This design comes from an exercise in tuning for small area and a short achievable clock period on the open sky130 flow, not from production work.
Only simulation tests tie the RTL to the original design; equivalence was not proved.
Power figures rest on the tool's default switching activity, not on a simulated workload.

==> design.v <==
package mips_bard_pkg;
   localparam logic [5:0] OP_RTYPE = 6'h00;
   localparam logic [5:0] OP_J     = 6'h02;
   localparam logic [5:0] OP_JAL   = 6'h03;
   localparam logic [5:0] OP_BEQ   = 6'h04;
   localparam logic [5:0] OP_BNE   = 6'h05;
   localparam logic [5:0] OP_ADDI  = 6'h08;
   localparam logic [5:0] OP_SLTI  = 6'h0A;
   localparam logic [5:0] OP_ANDI  = 6'h0C;
   localparam logic [5:0] OP_ORI   = 6'h0D;
   localparam logic [5:0] OP_LUI   = 6'h0F;
   localparam logic [5:0] OP_LW    = 6'h23;
   localparam logic [5:0] OP_SW    = 6'h2B;
   localparam logic [5:0] FN_SLL = 6'h00;
   localparam logic [5:0] FN_SRL = 6'h02;
   localparam logic [5:0] FN_JR  = 6'h08;
   localparam logic [5:0] FN_ADD = 6'h20;
   localparam logic [5:0] FN_SUB = 6'h22;
   localparam logic [5:0] FN_AND = 6'h24;
   localparam logic [5:0] FN_OR  = 6'h25;
   localparam logic [5:0] FN_SLT = 6'h2A;
   localparam logic [2:0] AluAdd = 3'd0;
   localparam logic [2:0] AluSub = 3'd1;
   localparam logic [2:0] AluAnd = 3'd2;
   localparam logic [2:0] AluOr  = 3'd3;
   localparam logic [2:0] AluSlt = 3'd4;
   localparam logic [2:0] AluSll = 3'd5;
   localparam logic [2:0] AluSrl = 3'd6;
   localparam logic [2:0] AluLui = 3'd7;
   localparam logic [2:0] WbAlu  = 3'd0;
   localparam logic [2:0] WbMem  = 3'd1;
   localparam logic [2:0] WbRt   = 3'd2;
   localparam logic [2:0] WbLink = 3'd3;
   localparam logic [2:0] WbZero = 3'd4;
endpackage
module mips_bard_regfile (
   input  logic        clk_i,
   input  logic [31:1] we_i,
   input  logic [31:0] wdata_i,
   input  logic [31:1] pend_i,      
   input  logic [4:0]  pend_addr_i,   
   input  logic [31:0] byp_i,       
   input  logic [4:0]  raddr_a_i,
   input  logic [4:0]  raddr_b_i,
   output logic [31:0] rdata_a_o,
   output logic [31:0] rdata_b_o
);
   logic [31:0] regs_q [1:31];
   logic [32:1] sel_a, sel_b;
   always_ff @(posedge clk_i) begin
      for (int i = 1; i < 32; i++) begin
         if (we_i[i]) regs_q[i] <= wdata_i;
      end
   end
   mips_bard_rdec u_dec_a (.addr_i(raddr_a_i), .pend_i(pend_i), .pend_addr_i(pend_addr_i), .sel_o(sel_a));
   mips_bard_rdec u_dec_b (.addr_i(raddr_b_i), .pend_i(pend_i), .pend_addr_i(pend_addr_i), .sel_o(sel_b));
   for (genvar j = 0; j < 32; j++) begin : g_bit
      logic [32:1] col;
      for (genvar i = 1; i < 32; i++) begin : g_col
         assign col[i] = regs_q[i][j];
      end
      assign col[32] = byp_i[j];
      mips_bard_rdbit u_rd_a (.d_i(col), .sel_i(sel_a), .q_o(rdata_a_o[j]));
      mips_bard_rdbit u_rd_b (.d_i(col), .sel_i(sel_b), .q_o(rdata_b_o[j]));
   end
endmodule
module mips_bard_rdec (
   input  logic [4:0]  addr_i,
   input  logic [31:1] pend_i,
   input  logic [4:0]  pend_addr_i,
   output logic [32:1] sel_o
);
   logic [31:1] hit;
   for (genvar i = 1; i < 32; i++) begin : g_sel
      assign hit[i]   = (addr_i == 5'(i));
      assign sel_o[i] = hit[i] & ~pend_i[i];
   end
   assign sel_o[32] = (addr_i == pend_addr_i) && (pend_addr_i != 5'd0);
endmodule
module mips_bard_rdbit (
   input  logic [32:1] d_i,
   input  logic [32:1] sel_i,
   output logic        q_o
);
   logic [10:0] n;
   for (genvar g = 0; g < 10; g++) begin : g_aoi
      mips_bard_aoi222 u_aoi (
         .a1(d_i[3*g+1]), .a2(sel_i[3*g+1]),
         .b1(d_i[3*g+2]), .b2(sel_i[3*g+2]),
         .c1(d_i[3*g+3]), .c2(sel_i[3*g+3]),
         .y (n[g])
      );
   end
   assign n[10] = ~((d_i[31] & sel_i[31]) | (d_i[32] & sel_i[32]));
   assign q_o = ~(n[0] & n[1] & n[2] & n[3]) | ~(n[4] & n[5] & n[6] & n[7]) | ~(n[8] & n[9] & n[10]);
endmodule
module mips_bard_aoi222 (
   input  logic a1, a2, b1, b2, c1, c2,
   output logic y
);
   assign y = ~((a1 & a2) | (b1 & b2) | (c1 & c2));
endmodule
module mips_bard_add32 (
   input  logic [31:0] a,
   input  logic [31:0] b,
   input  logic cin,
   output logic [31:0] s,
   output logic c_top
);
   logic g0_0, p0_0, g0_1, p0_1, g0_2, p0_2, g0_3, p0_3, g0_4, p0_4, g0_5, p0_5, g0_6, p0_6, g0_7, p0_7, g0_8, p0_8, g0_9, p0_9, g0_10, p0_10, g0_11, p0_11, g0_12, p0_12, g0_13, p0_13, g0_14, p0_14, g0_15, p0_15, g0_16, p0_16, g0_17, p0_17, g0_18, p0_18, g0_19, p0_19, g0_20, p0_20, g0_21, p0_21, g0_22, p0_22, g0_23, p0_23, g0_24, p0_24, g0_25, p0_25, g0_26, p0_26, g0_27, p0_27, g0_28, p0_28, g0_29, p0_29, g0_30, p0_30, g0_31, p0_31, g1_1, p1_1, g1_2, p1_2, g1_3, p1_3, g1_4, p1_4, g1_5, p1_5, g1_6, p1_6, g1_7, p1_7, g1_8, p1_8, g1_9, p1_9, g1_10, p1_10, g1_11, p1_11, g1_12, p1_12, g1_13, p1_13, g1_14, p1_14, g1_15, p1_15, g1_16, p1_16, g1_17, p1_17, g1_18, p1_18, g1_19, p1_19, g1_20, p1_20, g1_21, p1_21, g1_22, p1_22, g1_23, p1_23, g1_24, p1_24, g1_25, p1_25, g1_26, p1_26, g1_27, p1_27, g1_28, p1_28, g1_29, p1_29, g1_30, p1_30, g1_31, p1_31, g2_2, p2_2, g2_3, p2_3, g2_4, p2_4, g2_5, p2_5, g2_6, p2_6, g2_7, p2_7, g2_8, p2_8, g2_9, p2_9, g2_10, p2_10, g2_11, p2_11, g2_12, p2_12, g2_13, p2_13, g2_14, p2_14, g2_15, p2_15, g2_16, p2_16, g2_17, p2_17, g2_18, p2_18, g2_19, p2_19, g2_20, p2_20, g2_21, p2_21, g2_22, p2_22, g2_23, p2_23, g2_24, p2_24, g2_25, p2_25, g2_26, p2_26, g2_27, p2_27, g2_28, p2_28, g2_29, p2_29, g2_30, p2_30, g2_31, p2_31, g3_4, p3_4, g3_5, p3_5, g3_6, p3_6, g3_7, p3_7, g3_8, p3_8, g3_9, p3_9, g3_10, p3_10, g3_11, p3_11, g3_12, p3_12, g3_13, p3_13, g3_14, p3_14, g3_15, p3_15, g3_16, p3_16, g3_17, p3_17, g3_18, p3_18, g3_19, p3_19, g3_20, p3_20, g3_21, p3_21, g3_22, p3_22, g3_23, p3_23, g3_24, p3_24, g3_25, p3_25, g3_26, p3_26, g3_27, p3_27, g3_28, p3_28, g3_29, p3_29, g3_30, p3_30, g3_31, p3_31, g4_8, p4_8, g4_9, p4_9, g4_10, p4_10, g4_11, p4_11, g4_12, p4_12, g4_13, p4_13, g4_14, p4_14, g4_15, p4_15, g4_16, p4_16, g4_17, p4_17, g4_18, p4_18, g4_19, p4_19, g4_20, p4_20, g4_21, p4_21, g4_22, p4_22, g4_23, p4_23, g4_24, p4_24, g4_25, p4_25, g4_26, p4_26, g4_27, p4_27, g4_28, p4_28, g4_29, p4_29, g4_30, p4_30, g4_31, p4_31, g5_16, p5_16, g5_17, p5_17, g5_18, p5_18, g5_19, p5_19, g5_20, p5_20, g5_21, p5_21, g5_22, p5_22, g5_23, p5_23, g5_24, p5_24, g5_25, p5_25, g5_26, p5_26, g5_27, p5_27, g5_28, p5_28, g5_29, p5_29, g5_30, p5_30, g5_31, p5_31;
   logic [31:0] p, g;
   assign p = a ^ b;
   assign g = a & b;
   assign g0_0 = g[0] | (p[0] & cin);
   assign p0_0 = p[0];
   assign g0_1 = g[1];
   assign p0_1 = p[1];
   assign g0_2 = g[2];
   assign p0_2 = p[2];
   assign g0_3 = g[3];
   assign p0_3 = p[3];
   assign g0_4 = g[4];
   assign p0_4 = p[4];
   assign g0_5 = g[5];
   assign p0_5 = p[5];
   assign g0_6 = g[6];
   assign p0_6 = p[6];
   assign g0_7 = g[7];
   assign p0_7 = p[7];
   assign g0_8 = g[8];
   assign p0_8 = p[8];
   assign g0_9 = g[9];
   assign p0_9 = p[9];
   assign g0_10 = g[10];
   assign p0_10 = p[10];
   assign g0_11 = g[11];
   assign p0_11 = p[11];
   assign g0_12 = g[12];
   assign p0_12 = p[12];
   assign g0_13 = g[13];
   assign p0_13 = p[13];
   assign g0_14 = g[14];
   assign p0_14 = p[14];
   assign g0_15 = g[15];
   assign p0_15 = p[15];
   assign g0_16 = g[16];
   assign p0_16 = p[16];
   assign g0_17 = g[17];
   assign p0_17 = p[17];
   assign g0_18 = g[18];
   assign p0_18 = p[18];
   assign g0_19 = g[19];
   assign p0_19 = p[19];
   assign g0_20 = g[20];
   assign p0_20 = p[20];
   assign g0_21 = g[21];
   assign p0_21 = p[21];
   assign g0_22 = g[22];
   assign p0_22 = p[22];
   assign g0_23 = g[23];
   assign p0_23 = p[23];
   assign g0_24 = g[24];
   assign p0_24 = p[24];
   assign g0_25 = g[25];
   assign p0_25 = p[25];
   assign g0_26 = g[26];
   assign p0_26 = p[26];
   assign g0_27 = g[27];
   assign p0_27 = p[27];
   assign g0_28 = g[28];
   assign p0_28 = p[28];
   assign g0_29 = g[29];
   assign p0_29 = p[29];
   assign g0_30 = g[30];
   assign p0_30 = p[30];
   assign g0_31 = g[31];
   assign p0_31 = p[31];
   assign g1_1 = g0_1 | (p0_1 & g0_0);
   assign p1_1 = 1'b0;
   assign g1_2 = g0_2 | (p0_2 & g0_1);
   assign p1_2 = p0_2 & p0_1;
   assign g1_3 = g0_3 | (p0_3 & g0_2);
   assign p1_3 = p0_3 & p0_2;
   assign g1_4 = g0_4 | (p0_4 & g0_3);
   assign p1_4 = p0_4 & p0_3;
   assign g1_5 = g0_5 | (p0_5 & g0_4);
   assign p1_5 = p0_5 & p0_4;
   assign g1_6 = g0_6 | (p0_6 & g0_5);
   assign p1_6 = p0_6 & p0_5;
   assign g1_7 = g0_7 | (p0_7 & g0_6);
   assign p1_7 = p0_7 & p0_6;
   assign g1_8 = g0_8 | (p0_8 & g0_7);
   assign p1_8 = p0_8 & p0_7;
   assign g1_9 = g0_9 | (p0_9 & g0_8);
   assign p1_9 = p0_9 & p0_8;
   assign g1_10 = g0_10 | (p0_10 & g0_9);
   assign p1_10 = p0_10 & p0_9;
   assign g1_11 = g0_11 | (p0_11 & g0_10);
   assign p1_11 = p0_11 & p0_10;
   assign g1_12 = g0_12 | (p0_12 & g0_11);
   assign p1_12 = p0_12 & p0_11;
   assign g1_13 = g0_13 | (p0_13 & g0_12);
   assign p1_13 = p0_13 & p0_12;
   assign g1_14 = g0_14 | (p0_14 & g0_13);
   assign p1_14 = p0_14 & p0_13;
   assign g1_15 = g0_15 | (p0_15 & g0_14);
   assign p1_15 = p0_15 & p0_14;
   assign g1_16 = g0_16 | (p0_16 & g0_15);
   assign p1_16 = p0_16 & p0_15;
   assign g1_17 = g0_17 | (p0_17 & g0_16);
   assign p1_17 = p0_17 & p0_16;
   assign g1_18 = g0_18 | (p0_18 & g0_17);
   assign p1_18 = p0_18 & p0_17;
   assign g1_19 = g0_19 | (p0_19 & g0_18);
   assign p1_19 = p0_19 & p0_18;
   assign g1_20 = g0_20 | (p0_20 & g0_19);
   assign p1_20 = p0_20 & p0_19;
   assign g1_21 = g0_21 | (p0_21 & g0_20);
   assign p1_21 = p0_21 & p0_20;
   assign g1_22 = g0_22 | (p0_22 & g0_21);
   assign p1_22 = p0_22 & p0_21;
   assign g1_23 = g0_23 | (p0_23 & g0_22);
   assign p1_23 = p0_23 & p0_22;
   assign g1_24 = g0_24 | (p0_24 & g0_23);
   assign p1_24 = p0_24 & p0_23;
   assign g1_25 = g0_25 | (p0_25 & g0_24);
   assign p1_25 = p0_25 & p0_24;
   assign g1_26 = g0_26 | (p0_26 & g0_25);
   assign p1_26 = p0_26 & p0_25;
   assign g1_27 = g0_27 | (p0_27 & g0_26);
   assign p1_27 = p0_27 & p0_26;
   assign g1_28 = g0_28 | (p0_28 & g0_27);
   assign p1_28 = p0_28 & p0_27;
   assign g1_29 = g0_29 | (p0_29 & g0_28);
   assign p1_29 = p0_29 & p0_28;
   assign g1_30 = g0_30 | (p0_30 & g0_29);
   assign p1_30 = p0_30 & p0_29;
   assign g1_31 = g0_31 | (p0_31 & g0_30);
   assign p1_31 = p0_31 & p0_30;
   assign g2_2 = g1_2 | (p1_2 & g0_0);
   assign p2_2 = 1'b0;
   assign g2_3 = g1_3 | (p1_3 & g1_1);
   assign p2_3 = 1'b0;
   assign g2_4 = g1_4 | (p1_4 & g1_2);
   assign p2_4 = p1_4 & p1_2;
   assign g2_5 = g1_5 | (p1_5 & g1_3);
   assign p2_5 = p1_5 & p1_3;
   assign g2_6 = g1_6 | (p1_6 & g1_4);
   assign p2_6 = p1_6 & p1_4;
   assign g2_7 = g1_7 | (p1_7 & g1_5);
   assign p2_7 = p1_7 & p1_5;
   assign g2_8 = g1_8 | (p1_8 & g1_6);
   assign p2_8 = p1_8 & p1_6;
   assign g2_9 = g1_9 | (p1_9 & g1_7);
   assign p2_9 = p1_9 & p1_7;
   assign g2_10 = g1_10 | (p1_10 & g1_8);
   assign p2_10 = p1_10 & p1_8;
   assign g2_11 = g1_11 | (p1_11 & g1_9);
   assign p2_11 = p1_11 & p1_9;
   assign g2_12 = g1_12 | (p1_12 & g1_10);
   assign p2_12 = p1_12 & p1_10;
   assign g2_13 = g1_13 | (p1_13 & g1_11);
   assign p2_13 = p1_13 & p1_11;
   assign g2_14 = g1_14 | (p1_14 & g1_12);
   assign p2_14 = p1_14 & p1_12;
   assign g2_15 = g1_15 | (p1_15 & g1_13);
   assign p2_15 = p1_15 & p1_13;
   assign g2_16 = g1_16 | (p1_16 & g1_14);
   assign p2_16 = p1_16 & p1_14;
   assign g2_17 = g1_17 | (p1_17 & g1_15);
   assign p2_17 = p1_17 & p1_15;
   assign g2_18 = g1_18 | (p1_18 & g1_16);
   assign p2_18 = p1_18 & p1_16;
   assign g2_19 = g1_19 | (p1_19 & g1_17);
   assign p2_19 = p1_19 & p1_17;
   assign g2_20 = g1_20 | (p1_20 & g1_18);
   assign p2_20 = p1_20 & p1_18;
   assign g2_21 = g1_21 | (p1_21 & g1_19);
   assign p2_21 = p1_21 & p1_19;
   assign g2_22 = g1_22 | (p1_22 & g1_20);
   assign p2_22 = p1_22 & p1_20;
   assign g2_23 = g1_23 | (p1_23 & g1_21);
   assign p2_23 = p1_23 & p1_21;
   assign g2_24 = g1_24 | (p1_24 & g1_22);
   assign p2_24 = p1_24 & p1_22;
   assign g2_25 = g1_25 | (p1_25 & g1_23);
   assign p2_25 = p1_25 & p1_23;
   assign g2_26 = g1_26 | (p1_26 & g1_24);
   assign p2_26 = p1_26 & p1_24;
   assign g2_27 = g1_27 | (p1_27 & g1_25);
   assign p2_27 = p1_27 & p1_25;
   assign g2_28 = g1_28 | (p1_28 & g1_26);
   assign p2_28 = p1_28 & p1_26;
   assign g2_29 = g1_29 | (p1_29 & g1_27);
   assign p2_29 = p1_29 & p1_27;
   assign g2_30 = g1_30 | (p1_30 & g1_28);
   assign p2_30 = p1_30 & p1_28;
   assign g2_31 = g1_31 | (p1_31 & g1_29);
   assign p2_31 = p1_31 & p1_29;
   assign g3_4 = g2_4 | (p2_4 & g0_0);
   assign p3_4 = 1'b0;
   assign g3_5 = g2_5 | (p2_5 & g1_1);
   assign p3_5 = 1'b0;
   assign g3_6 = g2_6 | (p2_6 & g2_2);
   assign p3_6 = 1'b0;
   assign g3_7 = g2_7 | (p2_7 & g2_3);
   assign p3_7 = 1'b0;
   assign g3_8 = g2_8 | (p2_8 & g2_4);
   assign p3_8 = p2_8 & p2_4;
   assign g3_9 = g2_9 | (p2_9 & g2_5);
   assign p3_9 = p2_9 & p2_5;
   assign g3_10 = g2_10 | (p2_10 & g2_6);
   assign p3_10 = p2_10 & p2_6;
   assign g3_11 = g2_11 | (p2_11 & g2_7);
   assign p3_11 = p2_11 & p2_7;
   assign g3_12 = g2_12 | (p2_12 & g2_8);
   assign p3_12 = p2_12 & p2_8;
   assign g3_13 = g2_13 | (p2_13 & g2_9);
   assign p3_13 = p2_13 & p2_9;
   assign g3_14 = g2_14 | (p2_14 & g2_10);
   assign p3_14 = p2_14 & p2_10;
   assign g3_15 = g2_15 | (p2_15 & g2_11);
   assign p3_15 = p2_15 & p2_11;
   assign g3_16 = g2_16 | (p2_16 & g2_12);
   assign p3_16 = p2_16 & p2_12;
   assign g3_17 = g2_17 | (p2_17 & g2_13);
   assign p3_17 = p2_17 & p2_13;
   assign g3_18 = g2_18 | (p2_18 & g2_14);
   assign p3_18 = p2_18 & p2_14;
   assign g3_19 = g2_19 | (p2_19 & g2_15);
   assign p3_19 = p2_19 & p2_15;
   assign g3_20 = g2_20 | (p2_20 & g2_16);
   assign p3_20 = p2_20 & p2_16;
   assign g3_21 = g2_21 | (p2_21 & g2_17);
   assign p3_21 = p2_21 & p2_17;
   assign g3_22 = g2_22 | (p2_22 & g2_18);
   assign p3_22 = p2_22 & p2_18;
   assign g3_23 = g2_23 | (p2_23 & g2_19);
   assign p3_23 = p2_23 & p2_19;
   assign g3_24 = g2_24 | (p2_24 & g2_20);
   assign p3_24 = p2_24 & p2_20;
   assign g3_25 = g2_25 | (p2_25 & g2_21);
   assign p3_25 = p2_25 & p2_21;
   assign g3_26 = g2_26 | (p2_26 & g2_22);
   assign p3_26 = p2_26 & p2_22;
   assign g3_27 = g2_27 | (p2_27 & g2_23);
   assign p3_27 = p2_27 & p2_23;
   assign g3_28 = g2_28 | (p2_28 & g2_24);
   assign p3_28 = p2_28 & p2_24;
   assign g3_29 = g2_29 | (p2_29 & g2_25);
   assign p3_29 = p2_29 & p2_25;
   assign g3_30 = g2_30 | (p2_30 & g2_26);
   assign p3_30 = p2_30 & p2_26;
   assign g3_31 = g2_31 | (p2_31 & g2_27);
   assign p3_31 = p2_31 & p2_27;
   assign g4_8 = g3_8 | (p3_8 & g0_0);
   assign p4_8 = 1'b0;
   assign g4_9 = g3_9 | (p3_9 & g1_1);
   assign p4_9 = 1'b0;
   assign g4_10 = g3_10 | (p3_10 & g2_2);
   assign p4_10 = 1'b0;
   assign g4_11 = g3_11 | (p3_11 & g2_3);
   assign p4_11 = 1'b0;
   assign g4_12 = g3_12 | (p3_12 & g3_4);
   assign p4_12 = 1'b0;
   assign g4_13 = g3_13 | (p3_13 & g3_5);
   assign p4_13 = 1'b0;
   assign g4_14 = g3_14 | (p3_14 & g3_6);
   assign p4_14 = 1'b0;
   assign g4_15 = g3_15 | (p3_15 & g3_7);
   assign p4_15 = 1'b0;
   assign g4_16 = g3_16 | (p3_16 & g3_8);
   assign p4_16 = p3_16 & p3_8;
   assign g4_17 = g3_17 | (p3_17 & g3_9);
   assign p4_17 = p3_17 & p3_9;
   assign g4_18 = g3_18 | (p3_18 & g3_10);
   assign p4_18 = p3_18 & p3_10;
   assign g4_19 = g3_19 | (p3_19 & g3_11);
   assign p4_19 = p3_19 & p3_11;
   assign g4_20 = g3_20 | (p3_20 & g3_12);
   assign p4_20 = p3_20 & p3_12;
   assign g4_21 = g3_21 | (p3_21 & g3_13);
   assign p4_21 = p3_21 & p3_13;
   assign g4_22 = g3_22 | (p3_22 & g3_14);
   assign p4_22 = p3_22 & p3_14;
   assign g4_23 = g3_23 | (p3_23 & g3_15);
   assign p4_23 = p3_23 & p3_15;
   assign g4_24 = g3_24 | (p3_24 & g3_16);
   assign p4_24 = p3_24 & p3_16;
   assign g4_25 = g3_25 | (p3_25 & g3_17);
   assign p4_25 = p3_25 & p3_17;
   assign g4_26 = g3_26 | (p3_26 & g3_18);
   assign p4_26 = p3_26 & p3_18;
   assign g4_27 = g3_27 | (p3_27 & g3_19);
   assign p4_27 = p3_27 & p3_19;
   assign g4_28 = g3_28 | (p3_28 & g3_20);
   assign p4_28 = p3_28 & p3_20;
   assign g4_29 = g3_29 | (p3_29 & g3_21);
   assign p4_29 = p3_29 & p3_21;
   assign g4_30 = g3_30 | (p3_30 & g3_22);
   assign p4_30 = p3_30 & p3_22;
   assign g4_31 = g3_31 | (p3_31 & g3_23);
   assign p4_31 = p3_31 & p3_23;
   assign g5_16 = g4_16 | (p4_16 & g0_0);
   assign p5_16 = 1'b0;
   assign g5_17 = g4_17 | (p4_17 & g1_1);
   assign p5_17 = 1'b0;
   assign g5_18 = g4_18 | (p4_18 & g2_2);
   assign p5_18 = 1'b0;
   assign g5_19 = g4_19 | (p4_19 & g2_3);
   assign p5_19 = 1'b0;
   assign g5_20 = g4_20 | (p4_20 & g3_4);
   assign p5_20 = 1'b0;
   assign g5_21 = g4_21 | (p4_21 & g3_5);
   assign p5_21 = 1'b0;
   assign g5_22 = g4_22 | (p4_22 & g3_6);
   assign p5_22 = 1'b0;
   assign g5_23 = g4_23 | (p4_23 & g3_7);
   assign p5_23 = 1'b0;
   assign g5_24 = g4_24 | (p4_24 & g4_8);
   assign p5_24 = 1'b0;
   assign g5_25 = g4_25 | (p4_25 & g4_9);
   assign p5_25 = 1'b0;
   assign g5_26 = g4_26 | (p4_26 & g4_10);
   assign p5_26 = 1'b0;
   assign g5_27 = g4_27 | (p4_27 & g4_11);
   assign p5_27 = 1'b0;
   assign g5_28 = g4_28 | (p4_28 & g4_12);
   assign p5_28 = 1'b0;
   assign g5_29 = g4_29 | (p4_29 & g4_13);
   assign p5_29 = 1'b0;
   assign g5_30 = g4_30 | (p4_30 & g4_14);
   assign p5_30 = 1'b0;
   assign g5_31 = g4_31 | (p4_31 & g4_15);
   assign p5_31 = 1'b0;
   assign s[0] = p[0] ^ cin;
   assign s[1] = p[1] ^ g0_0;
   assign s[2] = p[2] ^ g1_1;
   assign s[3] = p[3] ^ g2_2;
   assign s[4] = p[4] ^ g2_3;
   assign s[5] = p[5] ^ g3_4;
   assign s[6] = p[6] ^ g3_5;
   assign s[7] = p[7] ^ g3_6;
   assign s[8] = p[8] ^ g3_7;
   assign s[9] = p[9] ^ g4_8;
   assign s[10] = p[10] ^ g4_9;
   assign s[11] = p[11] ^ g4_10;
   assign s[12] = p[12] ^ g4_11;
   assign s[13] = p[13] ^ g4_12;
   assign s[14] = p[14] ^ g4_13;
   assign s[15] = p[15] ^ g4_14;
   assign s[16] = p[16] ^ g4_15;
   assign s[17] = p[17] ^ g5_16;
   assign s[18] = p[18] ^ g5_17;
   assign s[19] = p[19] ^ g5_18;
   assign s[20] = p[20] ^ g5_19;
   assign s[21] = p[21] ^ g5_20;
   assign s[22] = p[22] ^ g5_21;
   assign s[23] = p[23] ^ g5_22;
   assign s[24] = p[24] ^ g5_23;
   assign s[25] = p[25] ^ g5_24;
   assign s[26] = p[26] ^ g5_25;
   assign s[27] = p[27] ^ g5_26;
   assign s[28] = p[28] ^ g5_27;
   assign s[29] = p[29] ^ g5_28;
   assign s[30] = p[30] ^ g5_29;
   assign s[31] = p[31] ^ g5_30;
   assign c_top = g5_30;
endmodule
import mips_bard_pkg::*;
module mips_bard_core #(
   parameter logic [31:0] RESET_PC = 32'h1000_0000
) (
   input  logic        clk,
   input  logic        rst,
   input  logic [31:0] instruction,
   output logic [31:0] pc,
   output logic [31:0] data_out
);
   logic [31:0] pc_q, pc_d, data_q, data_d, res_other;
   logic [5:0]  opcode, funct;
   logic [4:0]  rs, rt, rd, shamt, waddr;
   logic [15:0] imm;
   logic [31:0] rs_val, rt_val, b_x, sum, sh_out, pc_plus4, br_target, pc_seq;
   logic [31:1] rf_we;
   logic        rtype, f_add, f_sub, f_and, f_or, f_slt, f_sll, f_srl, f_jr;
   logic        i_addi, i_slti, i_andi, i_ori, i_lui, i_beq, i_bne, i_j, i_jal;
   logic        use_imm, sub_mode, s_add, s_and, s_or, s_slt, wr_en, c_top, lt, eq, take;
   assign opcode = instruction[31:26];
   assign rs     = instruction[25:21];
   assign rt     = instruction[20:16];
   assign rd     = instruction[15:11];
   assign shamt  = instruction[10:6];
   assign funct  = instruction[5:0];
   assign imm    = instruction[15:0];
   assign rtype  = (opcode == OP_RTYPE);
   assign f_add  = rtype && (funct == FN_ADD);
   assign f_sub  = rtype && (funct == FN_SUB);
   assign f_and  = rtype && (funct == FN_AND);
   assign f_or   = rtype && (funct == FN_OR);
   assign f_slt  = rtype && (funct == FN_SLT);
   assign f_sll  = rtype && (funct == FN_SLL);
   assign f_srl  = rtype && (funct == FN_SRL);
   assign f_jr   = rtype && (funct == FN_JR);
   assign i_addi = (opcode == OP_ADDI);
   assign i_slti = (opcode == OP_SLTI);
   assign i_andi = (opcode == OP_ANDI);
   assign i_ori  = (opcode == OP_ORI);
   assign i_lui  = (opcode == OP_LUI);
   assign i_beq  = (opcode == OP_BEQ);
   assign i_bne  = (opcode == OP_BNE);
   assign i_j    = (opcode == OP_J);
   assign i_jal  = (opcode == OP_JAL);
   assign use_imm  = i_addi | i_slti | i_andi | i_ori;
   assign sub_mode = f_sub | f_slt | i_slti;
   assign s_add    = f_add | f_sub | i_addi;
   assign s_and    = f_and | i_andi;
   assign s_or     = f_or | i_ori;
   assign s_slt    = f_slt | i_slti;
   assign wr_en    = s_add | s_and | s_or | s_slt | f_sll | f_srl | i_lui | i_jal;
   assign waddr    = i_jal ? 5'd31 : (rtype ? rd : rt);
   logic [4:0]  wb_addr_q;
   logic [31:1] pend;
   always_ff @(posedge clk) begin
      wb_addr_q <= (rst || !wr_en) ? 5'd0 : waddr;
   end
   always_comb begin
      for (int i = 1; i < 32; i++) begin
         pend[i]  = (wb_addr_q == 5'(i));
         rf_we[i] = rst | pend[i];
      end
   end
   mips_bard_regfile u_regfile (
      .clk_i       (clk),
      .we_i        (rf_we),
      .wdata_i     (rst ? 32'd0 : data_q),
      .pend_i      (pend),
      .pend_addr_i (wb_addr_q),
      .byp_i       (data_q),
      .raddr_a_i   (rs),
      .raddr_b_i   (rt),
      .rdata_a_o   (rs_val),
      .rdata_b_o   (rt_val)
   );
   assign b_x = use_imm ? ({{16{imm[15] & ~(i_andi | i_ori)}}, imm} ^ {32{sub_mode}})
                        : (rt_val ^ {32{sub_mode}});
   mips_bard_add32 u_add (
      .a     (rs_val),
      .b     (b_x),
      .cin   (sub_mode),
      .s     (sum),
      .c_top (c_top)
   );
   assign lt = (rs_val[31] ^ b_x[31]) ? ~c_top : rs_val[31];
   mips_bard_shift u_shift (
      .b_i   (rt_val),
      .sh_i  (shamt),
      .sll_i (f_sll),
      .srl_i (f_srl),
      .y_o   (sh_out)
   );
   assign pc_plus4 = {pc_q[31:2] + 30'd1, pc_q[1:0]};
   assign res_other = ({32{s_and}} & (rs_val & b_x))
                    | ({32{s_or}}  & (rs_val | b_x))
                    | {31'd0, s_slt & lt}
                    | sh_out
                    | ({32{i_lui}} & {imm, 16'h0000})
                    | ({32{i_jal}} & pc_plus4);
   for (genvar j = 0; j < 32; j++) begin : g_res
      mips_bard_ao21 u_res (
         .a1 (sum[j]),
         .a2 (s_add & ~rst),
         .b1 (res_other[j] & ~rst),
         .x  (data_d[j])
      );
   end
   logic [30:0] br_sum;
   assign br_sum    = {pc_q[31:2], 1'b1} + {{14{imm[15]}}, imm, 1'b1};
   assign br_target = {br_sum[30:1], pc_q[1:0]};
   assign eq        = (rs_val == rt_val);
   assign take      = ((i_beq & ~rst) & eq) | ((i_bne & ~rst) & ~eq);
   always_comb begin
      if (rst)                 pc_seq = RESET_PC;
      else if (i_j || i_jal)   pc_seq = {pc_plus4[31:28], instruction[25:0], 2'b00};
      else if (f_jr)           pc_seq = rs_val;
      else                     pc_seq = pc_plus4;
   end
   assign pc_d = take ? br_target : pc_seq;
   always_ff @(posedge clk) begin
      pc_q   <= pc_d;
      data_q <= data_d;
   end
   assign pc       = pc_q;
   assign data_out = data_q;
endmodule
module mips_bard_shift (
   input  logic [31:0] b_i,
   input  logic [4:0]  sh_i,
   input  logic        sll_i,
   input  logic        srl_i,
   output logic [31:0] y_o
);
   logic [4:0]  rot;
   logic [31:0] x0, x1, x2, x3, x4, x5, mask;
   assign rot = sll_i ? (5'd0 - sh_i) : sh_i;
   assign x0 = b_i;
   for (genvar j = 0; j < 32; j++) begin : g_rot
      mips_bard_mux2i u_l0 (.a0(x0[j]), .a1(x0[(j + 1)  % 32]), .s(rot[0]), .y(x1[j]));
      mips_bard_mux2i u_l1 (.a0(x1[j]), .a1(x1[(j + 2)  % 32]), .s(rot[1]), .y(x2[j]));
      mips_bard_mux2i u_l2 (.a0(x2[j]), .a1(x2[(j + 4)  % 32]), .s(rot[2]), .y(x3[j]));
      mips_bard_mux2i u_l3 (.a0(x3[j]), .a1(x3[(j + 8)  % 32]), .s(rot[3]), .y(x4[j]));
      mips_bard_mux2i u_l4 (.a0(x4[j]), .a1(x4[(j + 16) % 32]), .s(rot[4]), .y(x5[j]));
   end
   always_comb begin
      for (int j = 0; j < 32; j++)
         mask[j] = (srl_i && (j + sh_i < 32)) || (sll_i && (j >= sh_i));
   end
   assign y_o = ~x5 & mask;
endmodule
module mips_bard_mux2i (
   input  logic a0, a1, s,
   output logic y
);
   assign y = ~(s ? a1 : a0);
endmodule
module mips_bard_ao21 (
   input  logic a1, a2, b1,
   output logic x
);
   assign x = (a1 & a2) | b1;
endmodule
==> run.sh <==
#!/bin/bash
# synth_recipe.tcl (not shown) runs the flow's synth.tcl, then flattens the netlist and writes it again
# the make line also repeats each setting of config.mk as NAME=value (left out here)
make -C /OpenROAD-flow-scripts/flow DESIGN_CONFIG=/design/flow/config.mk WORK_HOME=/design/flow/orfs CLKGATE_MAP_FILE= SYNTH_SCRIPT=/design/flow/synth_recipe.tcl finish
==> config.mk <==
export PLATFORM = sky130hd
export DESIGN_NAME = mips_bard_core
export DESIGN_NICKNAME = mips_bard_core
export VERILOG_FILES = /design/flow/design.v
export SDC_FILE = /design/flow/constraint.sdc
export NUM_CORES = 4
export LEC_CHECK = 0
export CAP_MARGIN = 20
export CORE_MARGIN = 2
export CORE_UTILIZATION = 55
export SETUP_SLACK_MARGIN = 5.0
export SLEW_MARGIN = 20
export SYNTH_HIERARCHICAL = 1
export SYNTH_MINIMUM_KEEP_SIZE = 0
export TNS_END_PERCENT = 5
==> constraint.sdc <==
create_clock -name core_clock -period 10.0 [get_ports {clk}]
set_input_delay 2.0000 -clock core_clock [delete_from_list [all_inputs] [get_ports {clk}]]
set_output_delay 2.0000 -clock core_clock [all_outputs]
set_load 0.01 [all_outputs]
==> flow_summary.ini <==
[routing]
first_pass_iters = 14
drt_wl_total_mm = 226
drtIter0Drc = 12500
vias = 44300
avgViaCountPerCell = 8.24
drc = 0
ant_nets = 0
wl_per_cell_microns = 41.9

[synth]
synth_edf_count = 994
synth_flop_cell = edfxtp_1
yosysTopAreaCellShare = 0.582
yosysUniqueCellTypes = 103
syn_nets = 3746
ys_async_sr_fraction = 0
synth_top_area_cell = edfxtp_1
syn_area_sq_um = 51300
synth_area_leaders = edfxtp_1 (58%), a222oi_1 (12%), mux2i_1 (3.7%), dfxtp_1 (2.6%), nand4_1 (1.8%)
avgSynthCellArea_sq_um = 14.1
synth_seq_area_share = 0.608
syn-instance-count = 3644
ys_seq_elements = 1061
yosysWarnings = 10

[floorplan]
die_height_microns = 309
ios = 98
initial_core_util = 0.552
die_w_microns = 309
core_sq_um = 92900
rows = 112
die_area_sq_um = 95800

[critical_path]
rrSetupSlack_ps = 3720
critPathMaxFanout = 12
crit_chain = buf_16 -> nand3b_1 -> buf_4 -> nor4_4 -> buf_12 -> buf_12 -> a222oi_1 -> nand4_1 -> or4_4 -> mux2i_4 -> mux2i_1 -> mux2i_1 -> mux2i_1 -> mux2i_2 -> nand3b_1 -> o32ai_2 -> a221o_1 -> a21oi_1 -> a31oi_2 -> a21o_1
required_ps = 10590
cp-start-kind = input pin
slowest_stage = or4_4
critPathCaptureType = flop
crit_family = simple AND/OR/NAND/NOR gates
cp_common_cell = mux2i_1
cp_num_buf_inv = 4
arrival_ps = 6980
critPathKind = in -> reg
max_stage_delay_ps = 810

[cells_and_area]
regArea_sq_um = 31200
drive_above_1_share = 0.196
multi_input_area_sq_um = 21200
nFillCells = 6616
fin_util = 0.664
areaGrowthSynthToFinish_pct = 20.3
layout.nets = 4135
final_cell_mix = edfxtp_1 (994), a222oi_1 (640), nand2_1 (194)
mostFrequentLayoutCell = edfxtp_1

[timing]
fin_worst_skew_ps = 48.7
finalSetupViolCount = 0
finalHoldViolCount = 0
maxSlewViolCount = 0
tightest_slew_ps = 1280
slew_headroom = 0.147
rsz0062_at_grt = yes
layout_worst_path_cycle_share = 0.639
period_minus_slack_ps = 6390
max_freq_mhz = 157
tns_ps = 0

[power_and_ir_drop]
ir_drop_mv = 0.186
combPwrFrac = 0.148
clockPowerShare = 0.376
switching_share = 0.274
leakage_uw = 0.0222
p_switching_uw = 2960
p_int_uw = 7830
pwr-share-seq = 0.476
power_density_nw_per_um2 = 175

[status]
status = finished clean

[global_routing]
antenna_found_initial = 6
grt_util_all_layers = 0.461
overflow = 0
grt_pass1_wl_mm = 311
grt_max_degree = 81
grt_pass1_vias = 41300

[cts]
cts_tree = yes
cts-hold-fix-buffers = 0
cts.sinks = 1061
cts_buffers = 107
cts_buffer_depth = 3
cts_root_buf = clkbuf_16
insertion_delay_ps = 740
h-tree-depth = 3
cts.clk_slew.worst_paths_ps = 70

[placement]
dp_hpwl_mm = 139
gp_congestion = 1.08
io_buffers = 97

[hold_path]
min_path_type = reg -> reg

[job]
cap_violations = 0
Yosys stat by module (local to each module, per instance):
module | cell area (sq um) | flip-flops and latches | times used | cells
mips_bard_core | 7330 | 69 | 1 | 972
mips_bard_rdec | 438 | 0 | 2 | 60
mips_bard_add32 | 1850 | 0 | 1 | 242
mips_bard_mux2i | 10.0 | 0 | 160 | 1
mips_bard_ao21 | 7.51 | 0 | 32 | 1
mips_bard_aoi222 | 10.0 | 0 | 640 | 1
mips_bard_regfile | 29800 | 992 | 1 | 992
mips_bard_rdbit | 36.3 | 0 | 64 | 5
mips_bard_shift | 908 | 0 | 1 | 166
path summary, 6_finish.rpt:
check                             endpoint            start  depth (start not counted)
worst max-delay path            data_q[18]  instruction[20]                         20
worst min-delay path             data_q[0]          pc_q[0]                          3
worst max register to register  data_q[18]     wb_addr_q[1]                         19
worst min register to register   data_q[0]          pc_q[0]                          3
worst register-to-register path, delay by kind of cell, from the launching register on:
family	cells	cell delay (ps)
simple gates	6	2640
compound gates	6	1540
mux	5	1090
buf+inv	2	320
flops	1	590
synthesized netlist by cell type (64+ instances only):
cell and n:
a21o_1 79, a21oi_1 125, a222oi_1 640, a22o_1 66, dfxtp_1 67, edfxtp_1 994, ha_1 65, mux2i_1 190
nand2_1 199, nand4_1 150, nor2_1 134, or4_4 64, xnor2_1 96, xor2_1 64
through the flow:
step           setup WS [ps]  std cells  hold slack, ps  instance area [sq um]  total power [uW]
2_1_floorplan           3670       3644             688                  51800              5990
3_3_place_gp            1510       5016             778                  55100              6520
3_5_place_dp            1490       5018             763                  55100              6540
4_1_cts                 3810       5348             782                  60800             10600
5_1_grt                 3660       5379             822                  61700             11000
6_report                3610       5383             810                  61700             10800
routing by layer:
| metal | vias up | GRT usage | wire [microns] |
|---|---|---|---|
| met5 | - | 0 | 20 |
| met4 | 4 | 0.306 | 19300 |
| met3 | 948 | 0.157 | 38200 |
| met2 | 4789 | 0.653 | 92600 |
| met1 | 21400 | 0.603 | 75700 |
| li1 | 17200 | - | - |
cell families after synthesis:
group | synth area share
compound gates | 0.198
flops | 0.608
simple gates | 0.100
mux | 0.0371
xor+xnor | 0.0273
buf+inv | 0.0126
fa+ha+maj | 0.0170
cell type report:
cell class / count / share of cell area
Tap cell: 1254 / 0.0254
Antenna cell: 4 / 0.000162
Clock buffer: 117 / 0.0441
Timing Repair Buffer: 380 / 0.0675
Inverter: 19 / 0.00116
Clock inverter: 84 / 0.0131
Sequential cell: 1061 / 0.505
Multi-Input combinational cell: 2464 / 0.343
state kept, by name, indices dropped and copies added (netlist names):
| signal | cells |
|---|---|
| data_q | 32 |
| pc_q | 32 |
| wb_addr_q | 5 |
| u_regfile.regs_q | 992 |
timing repair:
action | CTS | global route
pin swaps | 84 | 51
endpoints found under the setup margin | 64 | 62
gates resized for setup | 214 | 88
gates cloned | 14 | 0
buffers inserted | 115 | 30
power by group through the flow:
| stage | logic (uW) | registers (uW) | clock network [uW] |
|---|---|---|---|
| finish | 1600 | 5130 | 4060 |
| global route | 1620 | 5140 | 4240 |
| CTS | 1430 | 5120 | 4050 |
| detailed placement | 1330 | 5220 | 0 |
| global placement | 1320 | 5200 | 0 |
| floorplan | 809 | 5180 | 0 |

-- static timing again, ports no longer ideal --
In the flow no input, the clock included, has a driving cell. The finished layout below was timed again as built, in two steps.
Step 1: set_driving_cell puts a clkbuf_16 on clk and a buf_2 on each other input, an assumption about the parent block.
Step 2 also shifts input and output timing later by t, the mid clock arrival at the registers, as if the neighbouring blocks saw the same clock.
Three values: no drivers, after step 1, after step 2; two values: the first two.
t (ns): 0.790
slack for setup (ns): 3.614 / 3.578 / 2.788
slew at the worst register clock pin (ns): 0.07 / 0.07
After both steps this run still meets setup and hold. For this run, drivers alone change the setup slack by -0.036 ns; drivers and shift together by -0.826 ns.
